Source: an optimization exercise on an open RTL-to-GDS flow (aim: small area, a short achievable clock period and few clock cycles per item). Production flows keep margins and buffers that such runs may drop.
Only simulation tests tie the RTL to the original design; equivalence was not proved.
Power figures rest on the tool's default switching activity, not on a simulated workload.

## job 6523
Design scalar_warp_core, start of the top module:
module scalar_warp_core
(
    input  logic      clk,
    input  logic      reset,
    input  logic      instr_valid,
    input  isa_pkg::instr_t    instr,
    input  logic      result_credit,
    output logic      instr_credit,
    output logic      result_valid,
    output warp_types_pkg::reg_addr_t result_rd,
    output warp_types_pkg::data_t     result_data,
    output warp_types_pkg::data_t     warp_execution_mask
);
Settings: LEC_CHECK=0, CAP_MARGIN=20, CORE_MARGIN=2, CORE_UTILIZATION=40, CTS_CLUSTER_DIAMETER=80, CTS_CLUSTER_SIZE=20, GPL_ROUTABILITY_DRIVEN=1, PLACE_DENSITY=0.5, SLEW_MARGIN=20; clock period 14.0 ns.
standard.sh (not shown) runs the stock make flow with config.mk's settings and CLKGATE_MAP_FILE= SYNTH_SCRIPT=/design/flow/synth_recipe.tcl, a recipe that flattens the netlist after the stock synthesis.
==> flow/flow/run.sh <==
#!/bin/bash
# The standard layout (the standard.sh, unchanged synthesis), with the
# timing repair steps aiming for a larger setup slack than the default.
set -euo pipefail
bash standard.sh SETUP_SLACK_MARGIN=10 finish > standard_flow.log 2>&1
Testbench counts of job 6523, summed over its fixed seeds: cycles 3,351, items 3,200.
Here is what was changed in the inputs of job 3362 compared with job 6523.
diff --git a/flow/design.v b/flow/design.v
--- a/flow/design.v
+++ b/flow/design.v
@@ -111,16 +111,20 @@
     input  logic        reset,
     input  logic        wr_en,
     input  logic [4:0]  wr_addr,
     input  logic [31:0] wr_data,
     input  logic [3:0]  s1hi,       
     input  logic [7:0]  s1lo,       
     input  logic [3:0]  s2hi,
     input  logic [7:0]  s2lo,
+    input  logic [3:0]  s1hi_u,     
+    input  logic [7:0]  s1lo_u,
+    input  logic [3:0]  s2hi_u,
+    input  logic [7:0]  s2lo_u,
     output logic [31:0] rd1,
     output logic [31:0] rd2,
     output logic [31:0] mask
 );
     logic [31:0] regs [32];
     logic [31:0] vld;
     logic [31:0] r31;
     logic [31:0] we;
@@ -148,27 +152,31 @@
         end
     endgenerate
     always_ff @(posedge clk) begin
         if (reset) r31 <= '1;
         else if (we[31]) r31 <= wr_data;
     end
     assign vld[0]  = 1'b0;
     assign vld[31] = 1'b1;
-    logic [31:0] sel1, sel2;
+    logic [31:0] sel1, sel2, sel1_u, sel2_u;
     always_comb begin
         for (int k = 0; k < 32; k++) begin
-            sel1[k] = s1hi[k >> 3] & s1lo[k & 7] & vld[k];
-            sel2[k] = s2hi[k >> 3] & s2lo[k & 7] & vld[k];
+            sel1[k]   = s1hi[k >> 3] & s1lo[k & 7] & vld[k];
+            sel2[k]   = s2hi[k >> 3] & s2lo[k & 7] & vld[k];
+            sel1_u[k] = s1hi_u[k >> 3] & s1lo_u[k & 7] & vld[k];
+            sel2_u[k] = s2hi_u[k >> 3] & s2lo_u[k & 7] & vld[k];
         end
         rd1 = '0;
         rd2 = '0;
         for (int k = 1; k < 32; k++) begin
-            rd1 = rd1 | (regs[k] & {32{sel1[k]}});
-            rd2 = rd2 | (regs[k] & {32{sel2[k]}});
+            rd1[15:0]  = rd1[15:0]  | (regs[k][15:0]  & {16{sel1[k]}});
+            rd2[15:0]  = rd2[15:0]  | (regs[k][15:0]  & {16{sel2[k]}});
+            rd1[31:16] = rd1[31:16] | (regs[k][31:16] & {16{sel1_u[k]}});
+            rd2[31:16] = rd2[31:16] | (regs[k][31:16] & {16{sel2_u[k]}});
         end
     end
 endmodule
 `timescale 1ns/10ps
 `timescale 1ns/10ps
 module scalar_warp_core
 (
     input  logic      clk,
@@ -181,16 +189,18 @@
     output warp_types_pkg::reg_addr_t result_rd,
     output warp_types_pkg::data_t     result_data,
     output warp_types_pkg::data_t     warp_execution_mask
 );
     logic [31:0] q0, q1;           
     logic        v0, v1;
     logic [3:0]  s1hi, s2hi;       
     logic [7:0]  s1lo, s2lo;
+    logic [3:0]  s1hi_u, s2hi_u;   
+    logic [7:0]  s1lo_u, s2lo_u;
     logic        e_v;
     logic [4:0]  e_rd;
     logic        e_we;
     logic [31:0] e_p, e_g;         
     logic        e_c;
     logic [4:0]  e_op;             
     logic        o_v;
     logic [4:0]  o_rd;
@@ -305,29 +315,37 @@
     logic [31:0] head_src;
     assign head_src = q0load_r ? q0_n : q0;
     always_ff @(posedge clk) begin
         if (q0load_r) q0 <= q0_n;
         s1hi <= 4'b0001 << head_src[22:21];
         s1lo <= 8'b00000001 << head_src[20:18];
         s2hi <= 4'b0001 << head_src[17:16];
         s2lo <= 8'b00000001 << head_src[15:13];
+        s1hi_u <= q0load_r ? 4'b0001 << q0_n[22:21] : s1hi;
+        s1lo_u <= q0load_r ? 8'b00000001 << q0_n[20:18] : s1lo;
+        s2hi_u <= q0load_r ? 4'b0001 << q0_n[17:16] : s2hi;
+        s2lo_u <= q0load_r ? 8'b00000001 << q0_n[15:13] : s2lo;
         if (q0load_r | ~v1) q1 <= instr;
     end
     logic [31:0] ra, rb;
     scalar_reg_file i_rf (
         .clk        (clk),
         .reset      (reset),
         .wr_en      (wen_r),
         .wr_addr    (o_rd),
         .wr_data    (o_d),
         .s1hi       (s1hi),
         .s1lo       (s1lo),
         .s2hi       (s2hi),
         .s2lo       (s2lo),
+        .s1hi_u     (s1hi_u),
+        .s1lo_u     (s1lo_u),
+        .s2hi_u     (s2hi_u),
+        .s2lo_u     (s2lo_u),
         .rd1        (ra),
         .rd2        (rb),
         .mask       (warp_execution_mask)
     );
     logic [31:0] ra_b, rb_b;
     assign ra_b = (o_v & o_we & (o_rd == rs1)) ? o_d : ra;
     assign rb_b = (o_v & o_we & (o_rd == rs2)) ? o_d : rb;
     logic [8:0] link_val;
## What came out
Job 6523 reached the end of the flow, and the finished layout is clean on the timing, DRC and antenna checks.
Having completed the whole flow, job 3362 delivered a layout that passed the timing, DRC and antenna checks.
Job 6523 → job 3362: maximum operating frequency up about 3.7%; critical path depth went down by 10.
Beginning of the critical path: s2hi[0]$_SDFF_PP0_ -> job 6523, i_rf.r31[10]$_SDFFE_PP1P_ -> job 3362
Changes observed in job 3362 relative to job 6523: count of clock-buffer cells in the layout increased 7, total standard cell area after synthesis increased 1.7%, sequential cell count increased about 1.9%, worst-case clock skew decreased 15 ps.
Testbench counts of job 3362, summed over its fixed seeds: cycles 3,351, items 3,200.

* * *

== alpha ==
Another version of the RTL of scalar_warp_core (not shown whole).
Size: about 4300 cells after synthesis, about 110 I/O pins.
==> module scalar_warp_core, before the edit <==
module scalar_warp_core
(
    input  logic      clk,
    input  logic      reset,
    input  logic      instr_valid,
    input  isa_pkg::instr_t    instr,
    input  logic      result_credit,
    output logic      instr_credit,
    output logic      result_valid,
    output warp_types_pkg::reg_addr_t result_rd,
    output warp_types_pkg::data_t     result_data,
    output warp_types_pkg::data_t     warp_execution_mask
);
    logic [31:0] q0, q1;           
    logic        v0, v1;
    logic [3:0]  s1hi, s2hi;       
    logic [7:0]  s1lo, s2lo;
    logic        e_v;
    logic [4:0]  e_rd;
    logic        e_we;
    logic [31:0] e_p, e_g;         
    logic        e_c;
    logic [4:0]  e_op;             
    logic        o_v;
    logic [4:0]  o_rd;
    logic        o_we;
    logic [31:0] o_d;
    logic [31:0] r_d;              
    logic [4:0]  r_rd;             
    logic [1:0]  credits;
    logic [7:0]  pc;
    logic        stall_r;          
    logic        send_r;           
    logic        efree_r;          
    logic        dgo_r;            
    logic        q0load_r;         
    logic        wen_r;            
    assign instr_credit = dgo_r;
    assign result_valid = send_r;
    assign result_rd    = r_rd;
    assign result_data  = r_d;
    function automatic logic f_use_a(input logic [3:0] op);
        f_use_a = (op >= 4'd1) && (op <= 4'd8);
    endfunction
    function automatic logic f_use_b(input logic [3:0] op);
        f_use_b = (op >= 4'd1) && (op <= 4'd7);
    endfunction
    function automatic logic f_we(input logic [31:0] w);
        f_we = (w[31:28] >= 4'd1) && (w[31:28] <= 4'd10) && (w[27:23] != 5'd0);
    endfunction
    logic [3:0]  opc;
    logic [4:0]  rd, rs1, rs2;
    logic [31:0] imm;
    logic        is_r, is_addi, is_li, is_link, is_valid, is_sub, is_srl, is_sh;
    logic        use_a, use_b;
    assign opc = q0[31:28];
    assign rd  = q0[27:23];
    assign rs1 = q0[22:18];
    assign rs2 = q0[17:13];
    assign imm = {{19{q0[12]}}, q0[12:0]};
    assign is_r     = (opc >= 4'd1) && (opc <= 4'd7);
    assign is_addi  = (opc == 4'd8);
    assign is_li    = (opc == 4'd9);
    assign is_link  = (opc == 4'd10);
    assign is_valid = is_r | is_addi | is_li | is_link;
    assign is_sub   = (opc == 4'd2);
    assign is_srl   = (opc == 4'd7);
    assign is_sh    = (opc == 4'd6) | (opc == 4'd7);
    assign use_a    = f_use_a(opc);
    assign use_b    = f_use_b(opc);
    logic [4:0] d_op;
    always_comb begin
        d_op = 5'b00000;
        case (opc)
            4'd3: d_op = 5'b00100;
            4'd4: d_op = 5'b00010;
            4'd5: d_op = 5'b00001;
            4'd6: d_op = 5'b10000;
            4'd7: d_op = 5'b01000;
            default: d_op = 5'b00000;
        endcase
    end
    logic [31:0] q0_n, head_n;
    logic v0_n, v1_n, e_v_n, o_v_n, e_we_n, o_we_n;
    logic [4:0] e_rd_n;
    logic [1:0] credits_n;
    logic hc_n, stall_n, efree_n, haz_n, dgo_n;
    assign q0_n   = v1 ? q1 : instr;
    assign head_n = q0load_r ? q0_n : q0;
    assign v0_n   = q0load_r ? (v1 | instr_valid) : 1'b1;
    assign v1_n   = q0load_r ? (v1 & instr_valid) : (v1 | instr_valid);
    assign e_v_n  = efree_r ? dgo_r : 1'b1;
    assign e_we_n = dgo_r ? f_we(q0) : e_we;
    assign e_rd_n = dgo_r ? rd : e_rd;
    assign o_v_n  = stall_r ? o_v : e_v;
    assign o_we_n = stall_r ? o_we : e_we;
    assign credits_n = credits + {1'b0, result_credit} - {1'b0, send_r};
    assign hc_n    = credits_n != 2'd0;
    assign stall_n = o_v_n & ~hc_n;
    assign efree_n = ~e_v_n | ~stall_n;
    assign haz_n   = e_v_n & e_we_n
                   & ((f_use_a(head_n[31:28]) & (head_n[22:18] == e_rd_n))
                    | (f_use_b(head_n[31:28]) & (head_n[17:13] == e_rd_n)));
    assign dgo_n   = v0_n & efree_n & ~haz_n;
    always_ff @(posedge clk) begin
        if (reset) begin
            v0 <= 1'b0;
            v1 <= 1'b0;
            e_v <= 1'b0;
            o_v <= 1'b0;
            credits <= 2'd2;
            pc <= 8'd0;
            stall_r <= 1'b0;
            send_r <= 1'b0;
            efree_r <= 1'b1;
            dgo_r <= 1'b0;
            q0load_r <= 1'b1;
            wen_r <= 1'b0;
        end else begin
            v0 <= v0_n;
            v1 <= v1_n;
            e_v <= e_v_n;
            o_v <= o_v_n;
            credits <= credits_n;
            if (dgo_r) pc <= pc + 8'd1;
            stall_r <= stall_n;
            send_r <= o_v_n & hc_n;
            efree_r <= efree_n;
            dgo_r <= dgo_n;
            q0load_r <= ~v0_n | dgo_n;
            wen_r <= o_v_n & hc_n & o_we_n;
        end
    end
    always_ff @(posedge clk) begin
        if (q0load_r) begin
            q0 <= q0_n;
            s1hi <= 4'b0001 << q0_n[22:21];
            s1lo <= 8'b00000001 << q0_n[20:18];
            s2hi <= 4'b0001 << q0_n[17:16];
            s2lo <= 8'b00000001 << q0_n[15:13];
        end
        if (q0load_r | ~v1) q1 <= instr;
    end
    logic [31:0] ra, rb;
    scalar_reg_file i_rf (
        .clk        (clk),
        .reset      (reset),
        .wr_en      (wen_r),
        .wr_addr    (o_rd),
        .wr_data    (o_d),
        .s1hi       (s1hi),
        .s1lo       (s1lo),
        .s2hi       (s2hi),
        .s2lo       (s2lo),
        .rd1        (ra),
        .rd2        (rb),
        .mask       (warp_execution_mask)
    );
    logic [31:0] ra_b, rb_b;
    assign ra_b = (o_v & o_we & (o_rd == rs1)) ? o_d : ra;
    assign rb_b = (o_v & o_we & (o_rd == rs2)) ? o_d : rb;
    logic [8:0] link_val;
    assign link_val = {1'b0, pc} + 9'd1;
    function automatic logic [31:0] rev32(input logic [31:0] x);
        for (int k = 0; k < 32; k++) rev32[k] = x[31-k];
    endfunction
    logic [31:0] opa, opb;
    assign opa = use_a ? ra_b : 32'd0;
    assign opb = use_b ? (is_sub ? ~rb_b : rb_b)
               : (is_addi | is_li) ? imm
               : is_link ? {23'd0, link_val} : 32'd0;
    logic [31:0] alu_out;
    always_ff @(posedge clk) begin
        if (efree_r) begin
            e_rd <= is_valid ? rd : 5'd0;
            e_we <= f_we(q0);
            e_op <= d_op;
            e_c  <= is_sub;
            e_p  <= is_sh ? (is_srl ? rev32(opa) : opa) : (opa ^ opb);
            e_g  <= is_sh ? {27'd0, rb_b[4:0]} : (opa & opb);
        end
        if (!stall_r) begin
            o_rd <= e_rd;
            o_we <= e_we;
            o_d  <= alu_out;
        end
        r_d  <= (stall_r | ~e_v) ? o_d : alu_out;
        r_rd <= (stall_r | ~e_v) ? o_rd : e_rd;
    end
    scalar_alu i_alu (
        .op   (e_op),
        .cin  (e_c),
        .p    (e_p),
        .g    (e_g),
        .y    (alu_out)
    );
endmodule
clock: 14.0 ns
lec_check: 0
cap_margin: 20
core_margin: 2
core_utilization: 35
cts_cluster_size: 30
gpl_routability_driven: 1
place_density: 0.45
slew_margin: 20
Scripts as last shown in full above: flow/flow/run.sh
Testbench counts of alpha, summed over its fixed seeds: cycles 3,351, items 3,200.
### alpha -> beta
--- a/flow/design.v
+++ b/flow/design.v
@@ -196,9 +196,8 @@
     logic [4:0]  o_rd;
     logic        o_we;
     logic [31:0] o_d;
     logic [31:0] r_d;              
-    logic [4:0]  r_rd;             
     logic [1:0]  credits;
     logic [7:0]  pc;
     logic        stall_r;          
     logic        send_r;           
@@ -207,9 +206,9 @@
     logic        q0load_r;         
     logic        wen_r;            
     assign instr_credit = dgo_r;
     assign result_valid = send_r;
-    assign result_rd    = r_rd;
+    assign result_rd    = o_rd;
     assign result_data  = r_d;
     function automatic logic f_use_a(input logic [3:0] op);
         f_use_a = (op >= 4'd1) && (op <= 4'd8);
     endfunction
@@ -354,10 +353,9 @@
             o_rd <= e_rd;
             o_we <= e_we;
             o_d  <= alu_out;
         end
-        r_d  <= (stall_r | ~e_v) ? o_d : alu_out;
-        r_rd <= (stall_r | ~e_v) ? o_rd : e_rd;
+        if (!stall_r && e_v) r_d <= alu_out;
     end
     scalar_alu i_alu (
         .op   (e_op),
         .cin  (e_c),
[summary]
beta and alpha ended up with roughly the same power density relative to cell area.
Between alpha and beta, the flow reports routed wire length on met3 decreasing by a few percent.
From alpha to beta the numbers moved as follows: final wirelength decreased 1.1%; part of the Yosys area used for sequential elements increased 0.51 points.
Taking alpha as the reference, in beta final clock period utilization by the worst path went up, area of the die did not really move, synthesized instance count went down, hold slack went down.
Testbench counts of beta, summed over its fixed seeds: cycles 3,351, items 3,200.

[re-timing with driven ports]
How much do the figures lean on ideal ports? The routed layouts below were timed once more, with nothing changed but the port constraints.
Step 1 sets driving cells, clkbuf_16 on the clock port and buf_2 on the other inputs (assumed; they add their load-dependent delay and slew).
Step 2 adds t to the input delays and takes it off the output delays; t is the mean of the earliest and latest rising clock arrival at the registers after step 1. Input paths then give back, and output paths get back, about the clock's delay inside the block.
a / b / c = ideal / step 1 / step 2; a / b = the first two.
| run | t (ns) | setup slack, ns | hold slack, ns | latest minus earliest clock arrival (ns) | cell pins on the clock port's net |
|---|---|---|---|---|---|
| job 6523 | 0.819 | 9.786 / 9.786 / 9.373 | 0.483 / 0.483 / 0.483 | 0.053 / 0.053 | 1 |
| job 3362 | 0.803 | 9.935 / 9.848 / 9.361 | 0.478 / 0.478 / 0.478 | 0.042 / 0.042 | 1 |
| alpha | 0.874 | 9.869 / 9.791 / 9.235 | 0.491 / 0.491 / 0.491 | 0.038 / 0.038 | 1 |
| beta | 0.888 | 9.766 / 9.691 / 9.301 | 0.467 / 0.467 / 0.467 | 0.040 / 0.040 | 1 |
After both steps setup and hold are still met in every run listed. The setup slack of alpha, which loses most, moves by -0.078 ns with the drivers and by -0.634 ns with both steps.
